What follows belongs to an exercise in optimizing a design on an open flow for small area and few clock cycles; a production flow would make more cautious choices. The RTL was checked by simulation tests, not by an equivalence proof against the original design. Power figures rest on the tool's default switching activity, not on a simulated workload.

## run 1
Design text_to_lcd_command_stream, start of the top module:
module text_to_lcd_command_stream #(
	parameter int unsigned PAGE_COUNT = ttlcd_pkg::PageCountDef
) (
	input  logic       clk,
	input  logic       arst_n,
	input  logic       in_valid,
	output logic       in_ready,
	input  logic [7:0] char_code,
	output logic       out_valid,
	input  logic       out_ready,
	output logic [7:0] out_byte,
	output logic       is_data,
	output logic       last
);
export LEC_CHECK = 0
export CAP_MARGIN = 20
export CORE_MARGIN = 2
export CORE_UTILIZATION = 30
export GPL_TIMING_DRIVEN = 0
export PLACE_DENSITY = 0.5
export SETUP_SLACK_MARGIN = 0.2
export SLEW_MARGIN = 20
export SYNTH_MEMORY_MAX_BITS = 16384
create_clock -name core_clock -period 5.0 [get_ports {clk}]
standard.sh (not shown) runs the stock make flow with config.mk's settings and CLKGATE_MAP_FILE= SYNTH_SCRIPT=/design/flow/synth_recipe.tcl, a recipe that flattens the netlist after the stock synthesis.
==> flow/flow/run.sh <==
#!/bin/bash
# Layout flow: the standard layout (standard.sh) with these changes to how it is made:
#  - synthesis: ABC maps the combinational logic with flow/abc_area_map.script (choices,
#    then area-oriented mapping) in place of ORFS's abc_area.script, and Yosys's half/full
#    adder extraction is skipped (ADDER_MAP_FILE empty) so ABC optimises those gates with
#    the rest. Registers are mapped by dfflibmap before either step, exactly as in the
#    standard synthesis, and synth_recipe.tcl's flatten and renaming are kept as they are;
#  - every input and output port still gets its own buffer, a sky130_fd_sc_hd__buf_1
#    (BUFFER_PORTS_ARGS) instead of the larger cell buffer_ports picks by default.
# Each tool's output goes to ORFS's logs under orfs/logs/; make's own output to
# make_finish.log here.
set -euo pipefail
W=$(pwd)
sed -e 's#log_cmd abc {\*}$abc_args#log_cmd abc {*}[lreplace $abc_args 1 1 '"$W"'/flow/abc_area_map.script]#' \
	"$FLOW_HOME/scripts/synth.tcl" > "$W/synth_area.tcl"
grep -q 'abc_area_map.script' "$W/synth_area.tcl"
sed -e "s#\$::env(SCRIPTS_DIR)/synth.tcl#$W/synth_area.tcl#" "$W/synth_recipe.tcl" > "$W/synth_wrap.tcl"
grep -q 'synth_area.tcl' "$W/synth_wrap.tcl"
bash "$W/standard.sh" SYNTH_SCRIPT="$W/synth_wrap.tcl" ADDER_MAP_FILE= \
	BUFFER_PORTS_ARGS="-buffer_cell sky130_fd_sc_hd__buf_1" finish > "$W/make_finish.log" 2>&1
==> flow/flow/abc_area_map.script <==
strash
 dch -f
 amap
 topo
 stime -c
Run 1 | stages: all done | timing, DRC, antenna: all pass
Testbench counts of run 1, summed over its fixed seeds: cycles 84,008.
> inputs changed (run 1 -> run 2)
- a change of SETUP_SLACK_MARGIN from 0.2 to 0.1
==> flow/flow/abc_area_map.script <==
strash
 dc2
 &get -n
 &syn2
 &dch -f
 &nf -R 1000
 &put
 topo
 stime -c
- Per the comparison of run 2 with run 1, non-clock inverter instance count of the final layout down 49, first-pass iteration count of the detailed router up 1, fraction of area in non-clock buffers up 3.7 points, initial antenna violation count flat.
- Changes observed in run 2 relative to run 1: routed length on met1 grew by about 0.5%; total wire length climbed about 0.43%; share of power burned in the clock network rose 0.4 points.
- Run 2 -> run 1: number of synthesized register bits delta 0, exact match
- There was hardly any difference in utilization after layout between run 2 and run 1.
- Changes observed in run 2 relative to run 1: synthesized area has increased; combinational group share of total power has decreased.
The inputs of run 3 differ from those of run 2 as listed below.
- changing SETUP_SLACK_MARGIN from 0.1 to 0.2
## What came out
- Setup WNS run 2 -> run 3: better
- Diff run 2 -> run 3 | detailed-routed wire length on met2 | down slightly
- Run 2 and run 3 ended up with nearly the same via count of the first global-routing pass.
- Taking run 2 as the reference, in run 3 fraction of layout instances using a drive strength above 1 now sits lower; number of buffers other than clock buffers in the final layout down 8.8%; fraction of the core area covered by cells at the end of the flow down 0.38 points.
- ~same hold slack in run 2 and run 3
- Run 3: area growth from synthesis to final layout 1.2 points below run 2
- Summary: with run 2 as the reference, final cell count in run 3 moved down slightly.
- Diff run 3..run 2 | relative contribution of the clock network to total power | negligible
- Against run 2, run 3 reports a total via count in the routed design that is lower.
The inputs of run 4 differ from those of run 3 as listed below.
- SETUP_SLACK_MARGIN changed from 0.2 to 0.3
==> flow/flow/abc_area_map.script <==
strash
 &get -n
 &dch -f
 &nf -D 3000 -R 1000
 &put
 topo
 stime -c
==> comparison <==
Run 4 vs run 3 — met2 layer usage reported by global route dropped 4.0 points. NOTE: clock network contribution to total cell area in run 4 exceeds that of run 3. Summary of run 4 over run 3: number of inverters outside the clock class in the layout shrank by 1; global-route wire length before repair shrank by 1.4 mm.

* * *

## tundra
text_to_lcd_command_stream again, from the RTL that the note above started with.
Settings: LEC_CHECK=0, CAP_MARGIN=20, CORE_MARGIN=2, CORE_UTILIZATION=30, CTS_CLUSTER_DIAMETER=200, CTS_CLUSTER_SIZE=30, GPL_TIMING_DRIVEN=0, PLACE_DENSITY=0.5, SETUP_SLACK_MARGIN=0.2, SLEW_MARGIN=20, SYNTH_MEMORY_MAX_BITS=16384; clock period 5.0 ns.
==> flow/flow/abc_area_map.script <==
strash
 dc2
 &get -n
 &syn2
 &dch -f
 &nf -R 1000
 &put
 topo
 stime -c
Scripts as last shown in full above: flow/flow/run.sh
Testbench counts of tundra, summed over its fixed seeds: cycles 84,008.
For zinc, these inputs were changed with respect to tundra:
- CTS_CLUSTER_SIZE no longer set, was 30
- CTS_CLUSTER_DIAMETER no longer set, was 200
==> flow/flow/abc_area_map.script <==
strash
 &get -n
 &dch -f
 &nf -D 3000 -R 1000
 &put
 topo
 stime -c
Notes after the runs:
Looking at the reports, zinc completed the entire flow and the layout it produced met the timing, design-rule and antenna checks. Number of cells on the critical path ended up 2 higher on zinc than on tundra. On zinc: routed wire length is 1.2 mm lower than what tundra gave. Between tundra and zinc, area after synthesis decreased. Summary of zinc over tundra: count of clock-net buffers in the final layout now smaller, compound-gate portion of the synthesized area now larger. Going from tundra to zinc, the number of fill cells was found to have gone down by 68. Status: number of global-route vias before repair parity (tundra, zinc). Number of nets produced by synthesis for zinc: 32 down relative to tundra. Hold slack: zinc < tundra. Row count (lower): zinc. Relative to tundra, final cycle utilization of the critical path has increased by 5.9 points in zinc.
Relative to zinc, the following input files were edited for pepper:
- swapping 0.5 for 0.55 in PLACE_DENSITY
- swapping 0.2 for 0.3 in SETUP_SLACK_MARGIN
==> comparison <==
- Wire length on met3: pepper < zinc
- In terms of number of instances resized during post-cts repair, zinc and pepper differ only marginally.
- Across both runs, ratio of final minimum period to clock period was lower for pepper than for zinc.

what the ideal ports hide:
Ports are ideal in the flow. The routed layouts listed here were re-timed in OpenROAD. Step 1 assumes that a clkbuf_16 drives the clock port and a buf_2 every other input. Step 2 adds t to the input delays and takes it off the output delays; t is the mean of the earliest and latest rising clock arrival at the registers after step 1. Input paths then give back, and output paths get back, about the clock's delay inside the block. Three values: no drivers, after step 1, after step 2; two values: the first two.
| run | t, ns | setup WS [ns] | latest minus earliest clock arrival (ns) |
|---|---|---|---|
| run 1 | 0.303 | 0.259 / 0.259 / 0.259 | 0.005 / 0.005 |
| run 2 | 0.294 | 0.357 / 0.357 / 0.357 | 0.005 / 0.005 |
| run 3 | 0.292 | 0.453 / 0.453 / 0.453 | 0.009 / 0.009 |
| run 4 | 0.294 | 0.345 / 0.345 / 0.345 | 0.007 / 0.007 |
| tundra | 0.292 | 0.453 / 0.453 / 0.453 | 0.009 / 0.009 |
| zinc | 0.293 | 0.156 / 0.156 / 0.156 | 0.007 / 0.007 |
| pepper | 0.290 | 0.328 / 0.328 / 0.328 | 0.009 / 0.010 |
After both steps every run listed still meets setup and hold.
